This design comes from an exercise in tuning for small area, a short achievable clock period and few clock cycles per item on the open sky130 flow, not from production work. The RTL was checked by simulation tests, not by an equivalence proof against the original design.

the baseline:
// sorted_deadline_queue
module sorted_deadline_queue #(
  parameter int unsigned DEPTH          = 16,
  parameter int unsigned TICK_PERIOD_MS = 10
) (
  input  logic                       clk_i,
  input  logic                       rst_ni,
  input  logic                       cfg_we_i,
  input  logic [31:0]                cfg_wdata_i,
  input  logic                       in_valid_i,
  output logic                       in_ready_o,
  input  logic [1:0]                 opcode_i,
  input  logic [31:0]                now_tick_i,
  input  logic [31:0]                delay_ms_i,
  output logic                       out_valid_o,
  input  logic                       out_ready_i,
  output logic [31:0]                wait_ticks_o,
  output logic signed [31:0]         last_span_o,
  output logic [4:0]                 entry_count_o,
  output logic                       inserted_o,
  output logic                       overflow_o
);
export LEC_CHECK = 0
export CAP_MARGIN = 20
export CORE_MARGIN = 2
export CORE_UTILIZATION = 45
export PLACE_DENSITY = 0.6
export SETUP_SLACK_MARGIN = 5
export SLEW_MARGIN = 20
create_clock -name core_clock -period 12.0 [get_ports {clk_i}]
run.sh (not shown) runs the stock make flow with config.mk's settings and CLKGATE_MAP_FILE= SYNTH_SCRIPT=/design/flow/synth_recipe.tcl, a recipe that flattens the netlist after the stock synthesis.
Testbench counts of the baseline, summed over its fixed seeds: cycles 4,920, items 4,812.
### the baseline -> the candidate
--- a/flow/design.v
+++ b/flow/design.v
@@ -269,25 +269,22 @@
   logic              m_v, k_v;
   logic [1:0]        m_op, k_op;
   logic [31:0]       m_now, k_now;
   logic [32:0]       m_d, k_d, in_d;
   logic              m_big, k_big, in_big;
   logic [1:0]        m_ph;
   logic [3:0]        m_rr;
   logic              m_it, m_rdy, m_free;
   logic [3:0]        cr_i, cr_o, fr_o;
   logic [11:0]       cd_i, cq_o, fq_o;
   logic [31:0]       calc_next;
-  logic              vd;
-  logic [1:0]        opd;
-  logic [31:0]       nowd, qd;
   logic              v1;
   logic [1:0]        op1;
   logic [31:0]       now1, x1;
   logic              ve;
   logic [1:0]        ope;
   logic [31:0]       nowe, xe;
   logic              fb_q;        
   logic [N-1:0][31:0] ent;
   logic [N-1:0]      fa, fb, fe;  
   logic [N-1:0]      hd, tl, vld, mge;
   logic              v2;
@@ -400,49 +397,47 @@
     .r_i (cr_i),
     .d_i (cd_i),
     .q_o (cq_o),
     .r_o (cr_o)
   );
   sdq_tick_calc u_tick_low (
     .r_i (m_rr),
     .d_i (m_d[11:0]),
     .q_o (fq_o),
     .r_o (fr_o)
   );
-  always_ff @(posedge clk_i or negedge rst_ni) begin
-    if (!rst_ni) begin
-      vd <= 1'b0;
-    end else if (adv) begin
-      vd <= m_v && m_rdy;
-    end
-  end
-  always_ff @(posedge clk_i) begin
-    if (adv) begin
-      opd  <= m_op;
-      nowd <= m_now;
-      qd   <= {m_d[31:12], fq_o};
+  logic [7:0][4:0] nx_s0, nx_s1;
+  logic [31:0]     nx_q;
+  logic [8:0]      nx_c;
+  always_comb begin
+    nx_q    = {m_d[31:12], fq_o};
+    nx_c[0] = 1'b0;
+    for (int b = 0; b < 8; b++) begin
+      nx_s0[b] = {1'b0, m_now[4*b +: 4]} + {1'b0, nx_q[4*b +: 4]};
+      nx_s1[b] = {1'b0, m_now[4*b +: 4]} + {1'b0, nx_q[4*b +: 4]} + 5'd1;
+      calc_next[4*b +: 4] = nx_c[b] ? nx_s1[b][3:0] : nx_s0[b][3:0];
+      nx_c[b+1] = nx_c[b] ? nx_s1[b][4] : nx_s0[b][4];
     end
   end
-  assign calc_next = nowd + qd;
   always_ff @(posedge clk_i or negedge rst_ni) begin
     if (!rst_ni) begin
       v1 <= 1'b0;
     end else if (adv) begin
-      v1 <= vd;
+      v1 <= m_v && m_rdy;
     end
   end
   always_ff @(posedge clk_i) begin
     if (adv) begin
-      op1  <= opd;
-      now1 <= nowd;
-      x1   <= (opd == sdq_pkg::OP_POP) ? nowd : calc_next;
+      op1  <= m_op;
+      now1 <= m_now;
+      x1   <= (m_op == sdq_pkg::OP_POP) ? m_now : calc_next;
     end
   end
   logic         full;
   logic         is_req, is_pop, exec;
   logic [N-1:0] vx, stop, g, stop_i, lead, vx_i, stop_p, first_stop, fnl;
   logic         any_stop, any_lead, any_fnl, fallback, dup, ins, ovf;
   logic [N-1:0] take_next, take_left, take_hold;
   logic [N-1:0] hd_d, tl_d, vld_d, mge_d;
   logic         was_empty, ran_empty, step;
   always_comb begin
     full = &vld;
## What came out
The candidate did not stop at any stage, and its layout met the timing, design-rule and antenna checks. Compared to the baseline, the candidate has post-route minimum period 0.064 ns higher. Maximum fanout count along the critical path in the candidate vs the baseline: up 30. The run showing the greater multi-input logic area is the candidate. Comparing the baseline with the candidate, the total count of hold-check failures in the final report came out essentially unchanged. Compared with the baseline, in the candidate signal arrival time at the worst endpoint saw a decrease, worst setup slack decreased 0.064 ns, design area now smaller, wire length reported by the detailed router has increased.
Testbench counts of the candidate, summed over its fixed seeds: cycles 4,912, items 4,812.

separate check: timing with driven ports:
In the flow no input, the clock included, has a driving cell. The finished layouts below were timed again as built, in two steps.
Step 1 assumes that a clkbuf_16 drives the clock port and a buf_2 every other input.
Step 2 times the ports against the registers' clock, not the clock port: input delays grow and output delays shrink by t, the midpoint of the rising clock arrivals with the driver on.
Slacks: ideal / step 1 / step 2; pairs: ideal / step 1.
| run | shift t [ns] | slack for setup (ns) | worst slew at a driven data input, ns |
|---|---|---|---|
| the baseline | 0.911 | 4.973 / 4.973 / 4.897 | 0.09 |
| the candidate | 0.907 | 4.910 / 4.910 / 4.910 | 0.10 |
After both steps every run listed still meets setup and hold. The setup slack of the baseline, which loses most, moves by 0.000 ns with the drivers and by -0.076 ns with both steps.
